Context: an optimization exercise on an open-source flow, tuned for small area, a short achievable clock period and few clock cycles per item. The choices shown serve that exercise and are no tape-out recipe. Only simulation tests tie the RTL to the original design; equivalence was not proved. No activity file was given, so power comes from the tool's default toggle rates.

[constraint.sdc]
create_clock -name core_clock -period 6.0 [get_ports {clk}]
set_input_delay 1.2000 -clock core_clock [delete_from_list [all_inputs] [get_ports {clk}]]
set_output_delay 1.2000 -clock core_clock [all_outputs]
set_load 0.01 [all_outputs]
[design.v]
package sacl_pkg;
  localparam int ADDR_W = 24;
  localparam int CNT_W  = 32;
  typedef enum logic [1:0] {
    OUT_HIT   = 2'd0,
    OUT_COLD  = 2'd1,
    OUT_CLEAN = 2'd2,
    OUT_DIRTY = 2'd3
  } outcome_t;
  typedef struct packed {
    logic [ADDR_W-1:0] address;
    logic              write_op;
  } sacl_in_t;
  typedef struct packed {
    outcome_t          outcome;
    logic [1:0]        way_used;
    logic [CNT_W-1:0]  hit_total;
    logic [CNT_W-1:0]  replace_miss_total;
    logic [CNT_W-1:0]  compulsory_total;
    logic [CNT_W-1:0]  dirty_replace_total;
  } sacl_out_t;
endpackage
module sacl_ram (
  input  logic        clk,
  input  logic        rst,
  input  logic [5:0]  rd_set,
  output logic [55:0] rd_tags,
  output logic [5:0]  rd_code,
  output logic [3:0]  rd_dirty,
  input  logic        wr_en,
  input  logic [5:0]  wr_set,
  input  logic [3:0]  wr_tag_way,
  input  logic [13:0] wr_tag,
  input  logic [5:0]  wr_code,
  input  logic [3:0]  wr_dirty
);
  logic [63:0][55:0] tag_q;
  logic [63:0][5:0]  code_q;
  logic [63:0][3:0]  dirty_q;
  for (genvar r = 0; r < 64; r++) begin : g_row
    logic row_we;
    assign row_we = wr_en && (wr_set == 6'(r));
    always_ff @(posedge clk) begin
      if (rst) begin
        code_q[r] <= '0;
      end else if (row_we) begin
        code_q[r] <= wr_code;
      end
    end
    always_ff @(posedge clk) begin
      if (row_we) begin
        dirty_q[r] <= wr_dirty;
      end
    end
    for (genvar w = 0; w < 4; w++) begin : g_way
      always_ff @(posedge clk) begin
        if (row_we && wr_tag_way[w]) begin
          tag_q[r][w*14 +: 14] <= wr_tag;
        end
      end
    end
  end
  assign rd_tags  = tag_q[rd_set];
  assign rd_code  = code_q[rd_set];
  assign rd_dirty = dirty_q[rd_set];
endmodule
module sacl_ctrl (
  input  logic [5:0] code,
  input  logic [1:0] way,
  output logic [3:0] valid,
  output logic       full,
  output logic [1:0] victim,
  output logic [5:0] next_code
);
  always_comb begin
    case (code)
      6'd0: begin valid = 4'b0000; full = 1'b0; victim = 2'd0; end
      6'd1: begin valid = 4'b0001; full = 1'b0; victim = 2'd1; end
      6'd2: begin valid = 4'b0011; full = 1'b0; victim = 2'd2; end
      6'd3: begin valid = 4'b0011; full = 1'b0; victim = 2'd2; end
      6'd4: begin valid = 4'b0111; full = 1'b0; victim = 2'd3; end
      6'd5: begin valid = 4'b0111; full = 1'b0; victim = 2'd3; end
      6'd6: begin valid = 4'b0111; full = 1'b0; victim = 2'd3; end
      6'd7: begin valid = 4'b0111; full = 1'b0; victim = 2'd3; end
      6'd8: begin valid = 4'b0111; full = 1'b0; victim = 2'd3; end
      6'd9: begin valid = 4'b0111; full = 1'b0; victim = 2'd3; end
      6'd10: begin valid = 4'b1111; full = 1'b1; victim = 2'd0; end
      6'd11: begin valid = 4'b1111; full = 1'b1; victim = 2'd0; end
      6'd12: begin valid = 4'b1111; full = 1'b1; victim = 2'd0; end
      6'd13: begin valid = 4'b1111; full = 1'b1; victim = 2'd0; end
      6'd14: begin valid = 4'b1111; full = 1'b1; victim = 2'd0; end
      6'd15: begin valid = 4'b1111; full = 1'b1; victim = 2'd0; end
      6'd16: begin valid = 4'b1111; full = 1'b1; victim = 2'd1; end
      6'd17: begin valid = 4'b1111; full = 1'b1; victim = 2'd1; end
      6'd18: begin valid = 4'b1111; full = 1'b1; victim = 2'd2; end
      6'd19: begin valid = 4'b1111; full = 1'b1; victim = 2'd3; end
      6'd20: begin valid = 4'b1111; full = 1'b1; victim = 2'd2; end
      6'd21: begin valid = 4'b1111; full = 1'b1; victim = 2'd3; end
      6'd22: begin valid = 4'b1111; full = 1'b1; victim = 2'd1; end
      6'd23: begin valid = 4'b1111; full = 1'b1; victim = 2'd1; end
      6'd24: begin valid = 4'b1111; full = 1'b1; victim = 2'd2; end
      6'd25: begin valid = 4'b1111; full = 1'b1; victim = 2'd3; end
      6'd26: begin valid = 4'b1111; full = 1'b1; victim = 2'd2; end
      6'd27: begin valid = 4'b1111; full = 1'b1; victim = 2'd3; end
      6'd28: begin valid = 4'b1111; full = 1'b1; victim = 2'd1; end
      6'd29: begin valid = 4'b1111; full = 1'b1; victim = 2'd1; end
      6'd30: begin valid = 4'b1111; full = 1'b1; victim = 2'd2; end
      6'd31: begin valid = 4'b1111; full = 1'b1; victim = 2'd3; end
      6'd32: begin valid = 4'b1111; full = 1'b1; victim = 2'd2; end
      6'd33: begin valid = 4'b1111; full = 1'b1; victim = 2'd3; end
      default: begin valid = 4'b0000; full = 1'b0; victim = 2'd0; end
    endcase
  end
  always_comb begin
    case ({code, way})
      {6'd0, 2'd0}: next_code = 6'd1;
      {6'd1, 2'd0}: next_code = 6'd1;
      {6'd1, 2'd1}: next_code = 6'd2;
      {6'd2, 2'd0}: next_code = 6'd3;
      {6'd2, 2'd1}: next_code = 6'd2;
      {6'd2, 2'd2}: next_code = 6'd4;
      {6'd3, 2'd0}: next_code = 6'd3;
      {6'd3, 2'd1}: next_code = 6'd2;
      {6'd3, 2'd2}: next_code = 6'd6;
      {6'd4, 2'd0}: next_code = 6'd8;
      {6'd4, 2'd1}: next_code = 6'd5;
      {6'd4, 2'd2}: next_code = 6'd4;
      {6'd4, 2'd3}: next_code = 6'd10;
      {6'd5, 2'd0}: next_code = 6'd9;
      {6'd5, 2'd1}: next_code = 6'd5;
      {6'd5, 2'd2}: next_code = 6'd4;
      {6'd5, 2'd3}: next_code = 6'd12;
      {6'd6, 2'd0}: next_code = 6'd8;
      {6'd6, 2'd1}: next_code = 6'd5;
      {6'd6, 2'd2}: next_code = 6'd6;
      {6'd6, 2'd3}: next_code = 6'd16;
      {6'd7, 2'd0}: next_code = 6'd9;
      {6'd7, 2'd1}: next_code = 6'd7;
      {6'd7, 2'd2}: next_code = 6'd4;
      {6'd7, 2'd3}: next_code = 6'd18;
      {6'd8, 2'd0}: next_code = 6'd8;
      {6'd8, 2'd1}: next_code = 6'd7;
      {6'd8, 2'd2}: next_code = 6'd6;
      {6'd8, 2'd3}: next_code = 6'd22;
      {6'd9, 2'd0}: next_code = 6'd9;
      {6'd9, 2'd1}: next_code = 6'd7;
      {6'd9, 2'd2}: next_code = 6'd6;
      {6'd9, 2'd3}: next_code = 6'd24;
      {6'd10, 2'd0}: next_code = 6'd28;
      {6'd10, 2'd1}: next_code = 6'd14;
      {6'd10, 2'd2}: next_code = 6'd11;
      {6'd10, 2'd3}: next_code = 6'd10;
      {6'd11, 2'd0}: next_code = 6'd29;
      {6'd11, 2'd1}: next_code = 6'd15;
      {6'd11, 2'd2}: next_code = 6'd11;
      {6'd11, 2'd3}: next_code = 6'd10;
      {6'd12, 2'd0}: next_code = 6'd30;
      {6'd12, 2'd1}: next_code = 6'd14;
      {6'd12, 2'd2}: next_code = 6'd11;
      {6'd12, 2'd3}: next_code = 6'd12;
      {6'd13, 2'd0}: next_code = 6'd31;
      {6'd13, 2'd1}: next_code = 6'd15;
      {6'd13, 2'd2}: next_code = 6'd13;
      {6'd13, 2'd3}: next_code = 6'd10;
      {6'd14, 2'd0}: next_code = 6'd32;
      {6'd14, 2'd1}: next_code = 6'd14;
      {6'd14, 2'd2}: next_code = 6'd13;
      {6'd14, 2'd3}: next_code = 6'd12;
      {6'd15, 2'd0}: next_code = 6'd33;
      {6'd15, 2'd1}: next_code = 6'd15;
      {6'd15, 2'd2}: next_code = 6'd13;
      {6'd15, 2'd3}: next_code = 6'd12;
      {6'd16, 2'd0}: next_code = 6'd28;
      {6'd16, 2'd1}: next_code = 6'd14;
      {6'd16, 2'd2}: next_code = 6'd17;
      {6'd16, 2'd3}: next_code = 6'd16;
      {6'd17, 2'd0}: next_code = 6'd29;
      {6'd17, 2'd1}: next_code = 6'd15;
      {6'd17, 2'd2}: next_code = 6'd17;
      {6'd17, 2'd3}: next_code = 6'd16;
      {6'd18, 2'd0}: next_code = 6'd30;
      {6'd18, 2'd1}: next_code = 6'd20;
      {6'd18, 2'd2}: next_code = 6'd11;
      {6'd18, 2'd3}: next_code = 6'd18;
      {6'd19, 2'd0}: next_code = 6'd31;
      {6'd19, 2'd1}: next_code = 6'd21;
      {6'd19, 2'd2}: next_code = 6'd19;
      {6'd19, 2'd3}: next_code = 6'd10;
      {6'd20, 2'd0}: next_code = 6'd32;
      {6'd20, 2'd1}: next_code = 6'd20;
      {6'd20, 2'd2}: next_code = 6'd13;
      {6'd20, 2'd3}: next_code = 6'd18;
      {6'd21, 2'd0}: next_code = 6'd33;
      {6'd21, 2'd1}: next_code = 6'd21;
      {6'd21, 2'd2}: next_code = 6'd19;
      {6'd21, 2'd3}: next_code = 6'd12;
      {6'd22, 2'd0}: next_code = 6'd28;
      {6'd22, 2'd1}: next_code = 6'd20;
      {6'd22, 2'd2}: next_code = 6'd17;
      {6'd22, 2'd3}: next_code = 6'd22;
      {6'd23, 2'd0}: next_code = 6'd29;
      {6'd23, 2'd1}: next_code = 6'd21;
      {6'd23, 2'd2}: next_code = 6'd23;
      {6'd23, 2'd3}: next_code = 6'd16;
      {6'd24, 2'd0}: next_code = 6'd30;
      {6'd24, 2'd1}: next_code = 6'd20;
      {6'd24, 2'd2}: next_code = 6'd17;
      {6'd24, 2'd3}: next_code = 6'd24;
      {6'd25, 2'd0}: next_code = 6'd31;
      {6'd25, 2'd1}: next_code = 6'd21;
      {6'd25, 2'd2}: next_code = 6'd25;
      {6'd25, 2'd3}: next_code = 6'd16;
      {6'd26, 2'd0}: next_code = 6'd32;
      {6'd26, 2'd1}: next_code = 6'd26;
      {6'd26, 2'd2}: next_code = 6'd19;
      {6'd26, 2'd3}: next_code = 6'd18;
      {6'd27, 2'd0}: next_code = 6'd33;
      {6'd27, 2'd1}: next_code = 6'd27;
      {6'd27, 2'd2}: next_code = 6'd19;
      {6'd27, 2'd3}: next_code = 6'd18;
      {6'd28, 2'd0}: next_code = 6'd28;
      {6'd28, 2'd1}: next_code = 6'd26;
      {6'd28, 2'd2}: next_code = 6'd23;
      {6'd28, 2'd3}: next_code = 6'd22;
      {6'd29, 2'd0}: next_code = 6'd29;
      {6'd29, 2'd1}: next_code = 6'd27;
      {6'd29, 2'd2}: next_code = 6'd23;
      {6'd29, 2'd3}: next_code = 6'd22;
      {6'd30, 2'd0}: next_code = 6'd30;
      {6'd30, 2'd1}: next_code = 6'd26;
      {6'd30, 2'd2}: next_code = 6'd23;
      {6'd30, 2'd3}: next_code = 6'd24;
      {6'd31, 2'd0}: next_code = 6'd31;
      {6'd31, 2'd1}: next_code = 6'd27;
      {6'd31, 2'd2}: next_code = 6'd25;
      {6'd31, 2'd3}: next_code = 6'd22;
      {6'd32, 2'd0}: next_code = 6'd32;
      {6'd32, 2'd1}: next_code = 6'd26;
      {6'd32, 2'd2}: next_code = 6'd25;
      {6'd32, 2'd3}: next_code = 6'd24;
      {6'd33, 2'd0}: next_code = 6'd33;
      {6'd33, 2'd1}: next_code = 6'd27;
      {6'd33, 2'd2}: next_code = 6'd25;
      {6'd33, 2'd3}: next_code = 6'd24;
      default: next_code = 6'd0;
    endcase
  end
endmodule
module sacl_datapath (
  input  logic                clk,
  input  logic                rst,
  input  logic                in_valid,
  output logic                in_ready,
  input  sacl_pkg::sacl_in_t  in_data,
  output logic                out_valid,
  input  logic                out_ready,
  output sacl_pkg::sacl_out_t out_data
);
  logic v1, v2, skid_v;
  logic adv2, s1_go, s1_free, acc;
  assign adv2     = v2 && (!out_valid || out_ready);
  assign s1_go    = v1 && (!v2 || adv2);
  assign s1_free  = !v1 || s1_go;
  assign in_ready = !skid_v;
  assign acc      = in_valid && !skid_v;
  always_ff @(posedge clk) begin
    if (rst) begin
      v1        <= 1'b0;
      v2        <= 1'b0;
      skid_v    <= 1'b0;
      out_valid <= 1'b0;
    end else begin
      if (s1_free) begin
        v1 <= skid_v || in_valid;
      end
      if (s1_free) begin
        skid_v <= 1'b0;
      end else if (acc) begin
        skid_v <= 1'b1;
      end
      if (s1_go) begin
        v2 <= 1'b1;
      end else if (adv2) begin
        v2 <= 1'b0;
      end
      if (adv2) begin
        out_valid <= 1'b1;
      end else if (out_ready) begin
        out_valid <= 1'b0;
      end
    end
  end
  logic [5:0]  in_set, s1_set, sk_set;
  logic [13:0] in_tag, s1_tag, sk_tag;
  logic        s1_wr, sk_wr;
  assign in_set = in_data.address[9:4];
  assign in_tag = in_data.address[23:10];
  always_ff @(posedge clk) begin
    if (!s1_free && acc) begin
      sk_set <= in_set;
      sk_tag <= in_tag;
      sk_wr  <= in_data.write_op;
    end
    if (s1_free) begin
      if (skid_v) begin
        s1_set <= sk_set;
        s1_tag <= sk_tag;
        s1_wr  <= sk_wr;
      end else begin
        s1_set <= in_set;
        s1_tag <= in_tag;
        s1_wr  <= in_data.write_op;
      end
    end
  end
  logic [55:0] rd_tags;
  logic [5:0]  rd_code;
  logic [3:0]  rd_dirty;
  logic [3:0]  fill_way;
  logic [5:0]  next_code;
  logic [3:0]  next_dirty;
  logic [5:0]  s2_set;
  logic [13:0] s2_tag;
  logic        s2_wr;
  sacl_ram u_ram (
    .clk        (clk),
    .rst        (rst),
    .rd_set     (s1_set),
    .rd_tags    (rd_tags),
    .rd_code    (rd_code),
    .rd_dirty   (rd_dirty),
    .wr_en      (v2),
    .wr_set     (s2_set),
    .wr_tag_way (fill_way),
    .wr_tag     (s2_tag),
    .wr_code    (next_code),
    .wr_dirty   (next_dirty)
  );
  logic [3:0] m_rd, m_byp;
  logic       same, tag_eq;
  logic [3:0] s2_match, s2_dirty;
  logic [5:0] s2_code;
  assign same   = v2 && (s2_set == s1_set);
  assign tag_eq = (s2_tag == s1_tag);
  always_comb begin
    for (int w = 0; w < 4; w++) begin
      m_rd[w]  = (rd_tags[w*14 +: 14] == s1_tag);
      m_byp[w] = fill_way[w] ? tag_eq : m_rd[w];
    end
  end
  always_ff @(posedge clk) begin
    if (s1_go) begin
      s2_set   <= s1_set;
      s2_tag   <= s1_tag;
      s2_wr    <= s1_wr;
      s2_match <= same ? m_byp : m_rd;
      s2_code  <= same ? next_code : rd_code;
      s2_dirty <= same ? next_dirty : rd_dirty;
    end
  end
  logic [3:0] valid, hv;
  logic       full, hit, vdirty;
  logic [1:0] victim, hit_way, way;
  logic [1:0] outcome;
  sacl_ctrl u_lru (
    .code      (s2_code),
    .way       (way),
    .valid     (valid),
    .full      (full),
    .victim    (victim),
    .next_code (next_code)
  );
  assign hv      = s2_match & valid;
  assign hit     = |hv;
  assign hit_way = {hv[3] | hv[2], hv[3] | hv[1]};
  assign way     = hit ? hit_way : victim;
  assign vdirty  = s2_dirty[victim];
  always_comb begin
    for (int w = 0; w < 4; w++) begin
      fill_way[w]   = !hit && (victim == 2'(w));
      next_dirty[w] = s2_dirty[w];
      if (way == 2'(w)) begin
        next_dirty[w] = s2_wr || (hit && s2_dirty[w]);
      end
    end
    if (hit) begin
      outcome = sacl_pkg::OUT_HIT;
    end else if (!full) begin
      outcome = sacl_pkg::OUT_COLD;
    end else if (vdirty) begin
      outcome = sacl_pkg::OUT_DIRTY;
    end else begin
      outcome = sacl_pkg::OUT_CLEAN;
    end
  end
  function automatic logic [31:0] sat_inc(input logic [31:0] v);
    logic [31:0] n;
    n[0] = ~v[0];
    for (int i = 1; i < 32; i++) begin
      n[i] = v[i] ^ (&(v | ~((32'd1 << i) - 32'd1)));
    end
    sat_inc = (&v) ? v : n;
  endfunction
  logic [31:0] hit_inc, repl_inc, cold_inc, dirty_inc;
  assign hit_inc   = sat_inc(out_data.hit_total);
  assign repl_inc  = sat_inc(out_data.replace_miss_total);
  assign cold_inc  = sat_inc(out_data.compulsory_total);
  assign dirty_inc = sat_inc(out_data.dirty_replace_total);
  always_ff @(posedge clk) begin
    if (adv2) begin
      out_data.outcome  <= sacl_pkg::outcome_t'(outcome);
      out_data.way_used <= way;
    end
  end
  always_ff @(posedge clk) begin
    if (rst) begin
      out_data.hit_total           <= '0;
      out_data.replace_miss_total  <= '0;
      out_data.compulsory_total    <= '0;
      out_data.dirty_replace_total <= '0;
    end else if (adv2) begin
      if (hit) begin
        out_data.hit_total <= hit_inc;
      end
      if (!hit && full) begin
        out_data.replace_miss_total <= repl_inc;
      end
      if (!hit && !full) begin
        out_data.compulsory_total <= cold_inc;
      end
      if (!hit && full && vdirty) begin
        out_data.dirty_replace_total <= dirty_inc;
      end
    end
  end
endmodule
module set_assoc_cache_lru_tags #(
  parameter int SETS         = 64,
  parameter int WAYS         = 4,
  parameter int OFFSET_BITS  = 4,
  parameter int ADDRESS_BITS = 24
) (
  input  logic      clk,
  input  logic      rst,
  input  logic      in_valid,
  output logic      in_ready,
  input  sacl_pkg::sacl_in_t  in_data,
  output logic      out_valid,
  input  logic      out_ready,
  output sacl_pkg::sacl_out_t out_data
);
  sacl_datapath u_datapath (
    .clk       (clk),
    .rst       (rst),
    .in_valid  (in_valid),
    .in_ready  (in_ready),
    .in_data   (in_data),
    .out_valid (out_valid),
    .out_ready (out_ready),
    .out_data  (out_data)
  );
endmodule
[run.sh]
#!/bin/bash
# synth_recipe.tcl (not shown) runs the flow's synth.tcl, then flattens the netlist and writes it again
# the make line also repeats each setting of config.mk as NAME=value (left out here)
make -C /OpenROAD-flow-scripts/flow DESIGN_CONFIG=/design/flow/config.mk WORK_HOME=/design/flow/orfs CLKGATE_MAP_FILE= SYNTH_SCRIPT=/design/flow/synth_recipe.tcl finish
[config.mk]
export PLATFORM = sky130hd
export DESIGN_NAME = set_assoc_cache_lru_tags
export DESIGN_NICKNAME = set_assoc_cache_lru_tags
export VERILOG_FILES = /design/flow/design.v
export SDC_FILE = /design/flow/constraint.sdc
export NUM_CORES = 4
export LEC_CHECK = 0
export CAP_MARGIN = 20
export CORE_MARGIN = 2
export CORE_UTILIZATION = 40
export SLEW_MARGIN = 20
==> metrics.md, run 1 <==
| Metric | Value |
|---|---|
| Tightest Pin Transition | 1180 ps |
| CTS Root Cell | clkbuf_16 |
| Global-route wire length before repair | 696 mm |
| Iter 0 DRT Violations | 11.8k |
| # IOs | 163 |
| Final setup viols | 0 |
| Worst setup EP type | flip-flop |
| Num CTS Buffers | 439 |
| Worst hold margin | 438 ps |
| Largest net degree at the start of global routing | 209 |
| DR vias/cell | 5.86 |
| Worst Setup Start Kind | flip-flop |
| Ys flop type | edfxtp_1 |
| Reg-to-reg startpoint | u_datapath.s1_set[2] |
| Pre-CTS setup slack | 421 ps |
| Area growth, synth to finish | 14.7% |
| Hold Startpoint | u_datapath.s1_wr |
| Setup_tns | 0 ps |
| Syn Area/Cell | 18.2 um^2 |
| Post-DRT Antenna Nets | 0 |
| Final setup margin | 556 ps |
| DR WL/cell | 30.3 um |
| Synthesized net count | 9,632 |
| Yosys warns | 3 |
| Initial antenna violation count | 21 |
| HP Class | reg2reg |
| Hold depth | 0 |
| Clock tree from TritonCTS | built |
| Synth async-reset ratio | 0% |
| Clock skew | 98.7 ps |
| Lkg Pwr | 63.1 nW |
| Routed Wire Length | 492 mm |
| CP startpoint | u_datapath.s1_set[2] |
| Layout Nets | 10.2k |
| Core area | 435,000 um^2 |
| Maximum clock rate | 184 MHz |
| Pwr Total | 65.2 mW |
| Clock transition at path regs | 60 ps |
| Worst path required time | 6830 ps |
| Setup CP Type | reg2reg |
| Initial Utilization | 40.2% |
| Post-CTS Setup Bufs | 0 |
| Placed inst area | 185,000 um^2 |
| Max-cap viol count | 0 |
| Final hold violations | 0 |
| Post-DP HPWL | 303 mm |
| Drt pass-1 iters | 6 |
| CTS H-Tree Depth | 5 |
| Num rows | 242 |
| Drt drc | 0 |
| GRT Total Usage | 21.7% |
| Number of global-route vias before repair | 94.2k |
| Status | complete, no violations |
| Synth Register Bits | 4,443 |
| Max_slew headroom | 21.6% |
| WP data arrival | 6270 ps |
| Chip Width | 665 um |
| DIE AREA | 442,000 um^2 |
| RSZ-0062 raised after global routing | no |
| Tcrit/Tclk final | 90.7% |
| # hold bufs at CTS | 0 |
| GRT overflow | 0 |
| Seq/Total Area, Yosys | 73.4% |
| Period minus WS final | 5440 ps |
| Placer congestion estimate | 0.847 |
| Worst ir drop on vdd | 0.298 mV |
| Post-synth cell types | 83 |
| CP Max Fanout | 12 |
| Via count | 95.2k |
| Sink Count | 4,443 |
| Pwr Density | 326 nW/um^2 |
| Synthesized area | 175,000 um^2 |
| Post-route cell area | 200,000 um^2 |
| # resized after CTS | 0 |
| Reg2Reg Depth | 11 |
| Die height | 665 um |
| Mapped Cells | 9,575 |
| EDFF count, synth | 3,921 |
| PortBufs | 158 |
| Clock Tree Buf Depth | 4 |
| Slew Viols, Final | 0 |
| Worst skew pair latency | 1030 ps |
| Share of layout cells above drive strength 1 | 21.8% |
[routing by layer]
| metal | global-route usage (%) | vias to the layer above | routed length, um |
|---|---|---|---|
| met5 | 0 | - | 51 |
| met4 | 7.73 | 8 | 19600 |
| met3 | 4.09 | 904 | 42000 |
| met2 | 35.5 | 4479 | 237000 |
| met1 | 29.2 | 50192 | 194000 |
| li1 | - | 39598 | - |
[final cells by class]
cell class | count | area, um^2
well taps | 5734 | 7170
clock buffers | 555 | 11900
fillers | 36183 | 234000
repair buffers | 688 | 6210
inverters | 99 | 379
multi-input cells | 4469 | 43500
flip-flops and latches | 4443 | 128000
clock inverters | 254 | 2890
diodes | 6 | 15.0
[where the power goes]
part | internal, mW | switching (mW) | total, mW
registers | 33.6 | 0.0791 | 33.7
clock network | 16.2 | 11.9 | 28.1
logic | 1.15 | 2.26 | 3.40
total | 51.0 | 14.2 | 65.2
[worst max-delay path, cell delays in order, from the launching register on]
cell,delay (ps)
edfxtp_1,950
nand3b_1,800
buf_4,310
o22a_1,180
o221ai_1,220
nor3_1,590
xnor2_1,120
o41ai_1,1030
nand4_1,190
a211oi_1,510
buf_4,210
o21bai_1,100
[worst paths after layout]
kind                                               end  slack [ps]
worst max-delay path            u_datapath.s2_match[3]         560
worst min-delay path                  u_datapath.s2_wr         440
worst max register to register  u_datapath.s2_match[3]         560
worst min register to register        u_datapath.s2_wr         440
[cells in the mapped netlist (10+ instances only)]
library cell	instances	area share, %
nor2b_1	16	0.057
o21ai_0	37	0.11
a22oi_1	157	0.68
dfxtp_1	522	6.0
clkinv_1	68	0.15
o22ai_1	154	0.55
a21oi_1	267	0.77
mux2_2	44	0.28
ha_1	28	0.20
o211ai_1	18	0.077
nand4_1	51	0.18
a211oi_1	207	0.89
nand2b_1	20	0.072
nand3_1	93	0.27
a31oi_1	35	0.13
and4_1	10	0.050
nor2_1	786	1.7
nor4_1	60	0.22
a22o_1	36	0.18
edfxtp_1	3921	67
buf_4	97	0.42
a221oi_1	28	0.14
o31ai_1	10	0.043
nor3_1	56	0.16
inv_1	24	0.052
mux2i_1	338	1.9
a211o_1	18	0.090
buf_2	136	0.39
o221ai_1	22	0.11
buf_1	56	0.12
nand2_1	568	1.2
and3_1	45	0.16
a32oi_1	23	0.12
buf_6	31	0.20
o22a_1	15	0.075
xor2_1	111	0.56
xnor2_1	131	0.66
mux4_2	966	12
clkbuf_1	244	0.52
and2_1	13	0.047
[kinds of logic after synthesis]
logic type,synth area share (%)
adders and majority gates,0.201
and+or+nand+nor,4.28
muxes,14.7
DFF,73.4
xor gates and xnor gates,1.21
AOI/OAI and AO/OA,4.29
buffers and inverters,1.87
[layout by cell type (no fill, tap or decap), types with 19 or more instances in the layout]
| master | instances |
|---|---|
| ha_1 | 28 |
| buf_12 | 45 |
| o221ai_1 | 22 |
| buf_4 | 475 |
| clkinv_2 | 79 |
| nor2_1 | 741 |
| bufinv_16 | 50 |
| nor4_1 | 59 |
| mux2i_1 | 338 |
| inv_1 | 23 |
| clkinv_1 | 140 |
| xnor2_1 | 130 |
| nand4_1 | 51 |
| nor3_1 | 52 |
| clkbuf_16 | 453 |
| mux2_2 | 44 |
| a22o_1 | 32 |
| o22ai_1 | 154 |
| clkbuf_1 | 85 |
| nand3_1 | 90 |
| xor2_1 | 111 |
| and3_1 | 45 |
| edfxtp_1 | 3921 |
| clkinvlp_4 | 19 |
| nand2_1 | 567 |
| clkdlybuf4s50_1 | 157 |
| a21oi_1 | 264 |
| nor2_2 | 30 |
| a211oi_1 | 207 |
| nand2b_1 | 20 |
| mux4_2 | 966 |
| o21ai_0 | 36 |
| a31oi_1 | 34 |
| a221oi_1 | 28 |
| a32oi_1 | 23 |
| dfxtp_1 | 522 |
| a22oi_1 | 157 |
[state kept, by name (all words and copies together) (netlist names), 2 cells and up]
signal,cells
u_datapath.sk_set,6
u_datapath.s2_set,6
u_datapath.s1_set,6
u_datapath.valid,3
u_datapath.s2_code,6
u_datapath.s2_tag,14
u_datapath.s1_tag,14
u_datapath.u_ram.tag_q,3584
u_datapath.s2_match,4
u_datapath.out_data,132
u_datapath.u_ram.dirty_q,256
u_datapath.s2_dirty,4
u_datapath.u_ram.code_q,384
u_datapath.sk_tag,14
u_datapath.victim,2
[through the flow]
step / instances / util, %
2_1_floorplan: 9575 / -
3_5_place_dp: 15428 / 42.6
3_3_place_gp: 15426 / 42.6
6_report: 16248 / 46.1
4_1_cts: 16237 / 46.0
5_1_grt: 16244 / 46.1
Testbench counts, summed over its fixed seeds: cycles 12,024, items 12,000.
==> run 2: changes to the inputs <==
--- a/design.v
+++ b/design.v
@@ -61,7 +61,16 @@
     end
   end
-  assign rd_tags  = tag_q[rd_set];
-  assign rd_code  = code_q[rd_set];
-  assign rd_dirty = dirty_q[rd_set];
+  always_comb begin
+    rd_tags  = '0;
+    rd_code  = '0;
+    rd_dirty = '0;
+    for (int r = 0; r < 64; r++) begin
+      if (rd_set == 6'(r)) begin
+        rd_tags  = rd_tags  | tag_q[r];
+        rd_code  = rd_code  | code_q[r];
+        rd_dirty = rd_dirty | dirty_q[r];
+      end
+    end
+  end
 endmodule
 module sacl_ctrl (
@@ -257,27 +266,15 @@
   output sacl_pkg::sacl_out_t out_data
 );
-  logic v1, v2, skid_v;
-  logic adv2, s1_go, s1_free, acc;
+  logic v2;
+  logic adv2, acc;
   assign adv2     = v2 && (!out_valid || out_ready);
-  assign s1_go    = v1 && (!v2 || adv2);
-  assign s1_free  = !v1 || s1_go;
-  assign in_ready = !skid_v;
-  assign acc      = in_valid && !skid_v;
+  assign in_ready = !v2 || adv2;
+  assign acc      = in_valid && in_ready;
   always_ff @(posedge clk) begin
     if (rst) begin
-      v1        <= 1'b0;
       v2        <= 1'b0;
-      skid_v    <= 1'b0;
       out_valid <= 1'b0;
     end else begin
-      if (s1_free) begin
-        v1 <= skid_v || in_valid;
-      end
-      if (s1_free) begin
-        skid_v <= 1'b0;
-      end else if (acc) begin
-        skid_v <= 1'b1;
-      end
-      if (s1_go) begin
+      if (acc) begin
         v2 <= 1'b1;
       end else if (adv2) begin
@@ -291,27 +288,10 @@
     end
   end
-  logic [5:0]  in_set, s1_set, sk_set;
-  logic [13:0] in_tag, s1_tag, sk_tag;
-  logic        s1_wr, sk_wr;
-  assign in_set = in_data.address[9:4];
-  assign in_tag = in_data.address[23:10];
-  always_ff @(posedge clk) begin
-    if (!s1_free && acc) begin
-      sk_set <= in_set;
-      sk_tag <= in_tag;
-      sk_wr  <= in_data.write_op;
-    end
-    if (s1_free) begin
-      if (skid_v) begin
-        s1_set <= sk_set;
-        s1_tag <= sk_tag;
-        s1_wr  <= sk_wr;
-      end else begin
-        s1_set <= in_set;
-        s1_tag <= in_tag;
-        s1_wr  <= in_data.write_op;
-      end
-    end
-  end
+  logic [5:0]  s1_set;
+  logic [13:0] s1_tag;
+  logic        s1_wr;
+  assign s1_set = in_data.address[9:4];
+  assign s1_tag = in_data.address[23:10];
+  assign s1_wr  = in_data.write_op;
   logic [55:0] rd_tags;
   logic [5:0]  rd_code;
@@ -350,5 +330,5 @@
   end
   always_ff @(posedge clk) begin
-    if (s1_go) begin
+    if (acc) begin
       s2_set   <= s1_set;
       s2_tag   <= s1_tag;
--- a/config.mk
+++ b/config.mk
@@ -8,4 +8,5 @@
 export CAP_MARGIN = 20
 export CORE_MARGIN = 2
-export CORE_UTILIZATION = 40
+export CORE_UTILIZATION = 55
+export SETUP_SLACK_MARGIN = 3.0
 export SLEW_MARGIN = 20
==> run 2 against run 1 <==
  * Worst hold slack gained 14 ps
  * Routed wire length is 64% higher
  * Design area is 4.5% higher
  * Synthesized area down 5.0%
  * Synthesized cell count rose by 18%
  * Sequential power about the same
  * Still clean
  * Highest routed layer unchanged
  * Critical path depth is 4 higher
  * Largest cell class unchanged
  * Clock skew about the same
  * Non-clock buffer count increased by 899
  * Core utilization up 24 points
  * Clock power fell by 2%
  * Largest power group unchanged
  * Worst setup slack better by 1400 ps
==> metrics.md, run 2 <==
| Metric | Value |
|---|---|
| Chip Width | 553 um (-17%) |
| Worst path required time | 6860 ps (+30 ps) |
| Worst ir drop on vdd | 0.252 mV (-15%) |
| Post-DP HPWL | 450 mm (+49%) |
| GRT Total Usage | 51.6% (+30 points) |
| Final setup viols | 0 (unchanged) |
| Drt drc | 0 (unchanged) |
| Drt pass-1 iters | 13 (+7) |
| Setup_tns | 0 ps (unchanged) |
| Period minus WS final | 4030 ps (-1420 ps) |
| CP peak stage delay | 550 ps (-480 ps) |
| HP Class | reg2reg |
| Synthesized net count | 11.4k (+18%) |
| CTS H-Tree Depth | 5 (unchanged) |
| PortBufs | 158 (unchanged) |
| Largest area contributor in the netlist | edfxtp_1 |
| Lkg Pwr | 71.9 nW (+14%) |
| Status | complete, no violations |
| Busiest layer in global routing | met2 |
| Post-synth cell types | 80 (-3.6%) |
| Util after Layout | 69.7% (+24 points) |
| Grt met1 use | 64.2% (+35 points) |
| Num CTS Buffers | 439 (unchanged) |
| Die height | 553 um (-17%) |
| Pwr Total | 64.8 mW (-0.60%) |
| DIE AREA | 306,000 um^2 (-31%) |
| Top post-synthesis cells by area | edfxtp_1 70%, a22oi_1 6.8%, dfxtp_1 6.3% |
| Syn Area/Cell | 14.7 um^2 (-20%) |
| DR WL/cell | 47.6 um (+57%) |
| Max reg flops | 3,584 (unchanged) |
| Number of global-route vias before repair | 116k (+23%) |
| Worst path slowest cell | or4_4 |
| Mapped Cells | 11.3k (+18%) |
| Initial antenna violation count | 76 (+260%) |
| Pwr Density | 310 nW/um^2 (-4.9%) |
| Share of layout cells above drive strength 1 | 25.4% (+3.6 points) |
| Maximum clock rate | 248 MHz (+35%) |
| Core area | 300,000 um^2 (-31%) |
| WP data arrival | 4890 ps (-1380 ps) |
| R2R Setup Slk | 2190 ps (+1630 ps) |
| Placer congestion estimate | 1.00 (+19%) |
| RSZ-0062 raised after global routing | yes |
| Tcrit/Tclk final | 67.1% (-24 points) |
| Layout Nets | 12.6k (+24%) |
| Largest net degree at the start of global routing | 193 (-7.7%) |
| EDFF count, synth | 3,879 (-1.1%) |
| Synth async-reset ratio | 0% (unchanged) |
| Worst setup EP type | flip-flop |
| Commonest non-fill, non-tap cell in the layout | edfxtp_1 |
| # IOs | 163 (unchanged) |
| Synth Register Bits | 4,399 (-0.99%) |
| Iter 0 DRT Violations | 29.6k (+150%) |
| Seq/Total Area, Yosys | 76.5% (+3.1 points) |
| Clock Tree Buf Depth | 4 (unchanged) |
| Global-route wire length before repair | 1050 mm (+51%) |
| DR vias/cell | 7.70 (+31%) |
| Setup CP Type | in2reg |
| Final hold violations | 0 (unchanged) |
| Worst skew pair latency | 1090 ps (+60 ps) |
| Fillers | 19.8k (-45%) |
| Max_slew headroom | 12.8% (-8.8 points) |
| Post-DRT Antenna Nets | 0 (unchanged) |
| Clock skew | 98.4 ps (-0.349 ps) |
| Area growth, synth to finish | 26.1% |
| Largest regs | u_datapath.u_ram.tag_q x3584, u_datapath.u_ram.code_q x384, u_datapath.u_ram.dirty_q x256 |
| Top-area cell type share of the netlist area | 70.2% (+2.8 points) |
| CP Max Fanout | 18 (+6) |
| Synthesized area | 166,000 um^2 (-5.0%) |
| Clock tree from TritonCTS | built |
| Tightest Pin Transition | 1300 ps (+125 ps) |
| Routed Wire Length | 809 mm (+64%) |
| Top-count cell post-synth | edfxtp_1 |
| Met2 usage | 68.6% (+33 points) |
| Slew Viols, Final | 0 (unchanged) |
| Largest reg by FF count | u_datapath.u_ram.tag_q |
| Top post-synthesis cells by count | 3,879 x edfxtp_1, 1,499 x a22oi_1, 1,103 x nand2_1 |
| Max-cap viol count | 0 (unchanged) |
| Most frequent cells in the layout | 3,879 x edfxtp_1, 1,439 x a22oi_1, 950 x nand2_1, 838 x nand3_1, 774 x buf_4 |
| Clock transition at path regs | 60 ps (about the same) |
| Via count | 131k (+38%) |
| GRT overflow | 0 (unchanged) |
| Initial Utilization | 55.3% (+15 points) |
| Yosys warns | 3 (unchanged) |
| Worst Setup Start Kind | input pin |
| Num rows | 201 (-17%) |
| Sink Count | 4,399 (-0.99%) |
| CTS Root Cell | clkbuf_16 |
| Ys flop type | edfxtp_1 |
| Met3 Use GR | 26.3% (+22 points) |
| CP Cell Sequence | buf_12 > buf_16 > buf_12 > nand4b_1 > buf_4 > nor2_4 > buf_8 > a22oi_1 > nand4_1 > nor4_4 > and3_1 > or4_4 > nor4_4 > nand4_1 > o21ai_1 |
==> run 2: cells by family after synthesis <==
family                   after synthesis  synth area share, %
AND/OR/NAND/NOR                     3656                 10.6
XOR/XNOR                             158                0.834
multiplexers                          39                0.252
AO/OA/AOI/OAI                       2183                 9.56
adder cells (fa/ha/maj)               27                0.204
flip-flops                          4399                 76.5
buffers and inverters                842                 2.02
==> run 2: power by group <==
group	switching [mW]	internal, mW
logic	2.61	1.13
registers	0.0637	33.4
clock network	12.3	15.3
==> run 2: worst paths after layout <==
path | startpoint | end | cells after the start
setup / recovery | in_data[10] | u_datapath.s2_match[0] | 15
hold / removal | u_datapath.u_ram.code_q[89] | u_datapath.u_ram.code_q[89] | 2
setup reg to reg | u_datapath.s2_match[3] | u_datapath.u_ram.tag_q[3290] | 8
hold reg to reg | u_datapath.u_ram.code_q[89] | u_datapath.u_ram.code_q[89] | 2
==> run 2: worst max-delay path, delay by kind of cell <==
family,cells,cell delay (ps)
and+or+nand+nor,8,2280
buffers and inverters,5,1060
AOI/OAI and AO/OA,2,250
==> run 2: layer usage <==
metal,vias up,share of wire [%]
met5,-,0.23
met4,65,9.6
met3,4076,19
met2,15112,39
met1,64496,32
li1,47131,-
==> run 2: timing repair <==
action	CTS	global route
pin swaps	459	355
resized for setup	1291	534
hold buffers	0	0
buffers inserted	526	85
setup endpoints to repair	4888	3029
gates cloned	73	5
==> run 2: final cells by class <==
type	instances	area (um^2)	share of cell area [%]
sequential	4399	127000	60.7
multi-input combinational	6071	43000	20.6
timing repair buffer	1587	19500	9.32
clock buffer	571	11800	5.63
tap	3958	4950	2.37
clock inverter	238	2400	1.15
inverter	95	438	0.209
antenna	79	198	0.0945
==> run 2: metrics by stage <==
| step | instance area, um^2 | worst slack, ps | std cells | hold WS, ps |
|---|---|---|---|---|
| floorplan | 167000 | 1760 | 11304 | 432 |
| global placement | 178000 | -498 | 15414 | 437 |
| detailed placement | 178000 | -165 | 15417 | 444 |
| CTS | 206000 | 2280 | 16825 | 451 |
| global route | 209000 | 2040 | 16938 | 468 |
| finish | 209000 | 1970 | 16998 | 452 |
Testbench counts of run 2, summed over its fixed seeds: cycles 12,016, items 12,000.

## separate check: timing with driven ports
In the flow no input, the clock included, has a driving cell. The finished layouts below were timed again as built, in two steps.
Step 1: set_driving_cell puts a clkbuf_16 on clk and a buf_2 on each other input, an assumption about the parent block.
Step 2 adds t to the input delays and takes it off the output delays; t is the mean of the earliest and latest rising clock arrival at the registers after step 1. Input paths then give back, and output paths get back, about the clock's delay inside the block.
Three values: ideal, step 1, step 2; two values: the first two.
run	t (ns)	slack for setup (ns)	cell pins on the clock port's net
run 1	1.099	0.556 / 0.556 / 0.556	1
run 2	1.149	1.974 / 1.822 / 0.673	1
After both steps setup and hold are still met in every run listed. For run 2, which loses most, drivers alone change the setup slack by -0.152 ns; drivers and shift together by -1.301 ns.
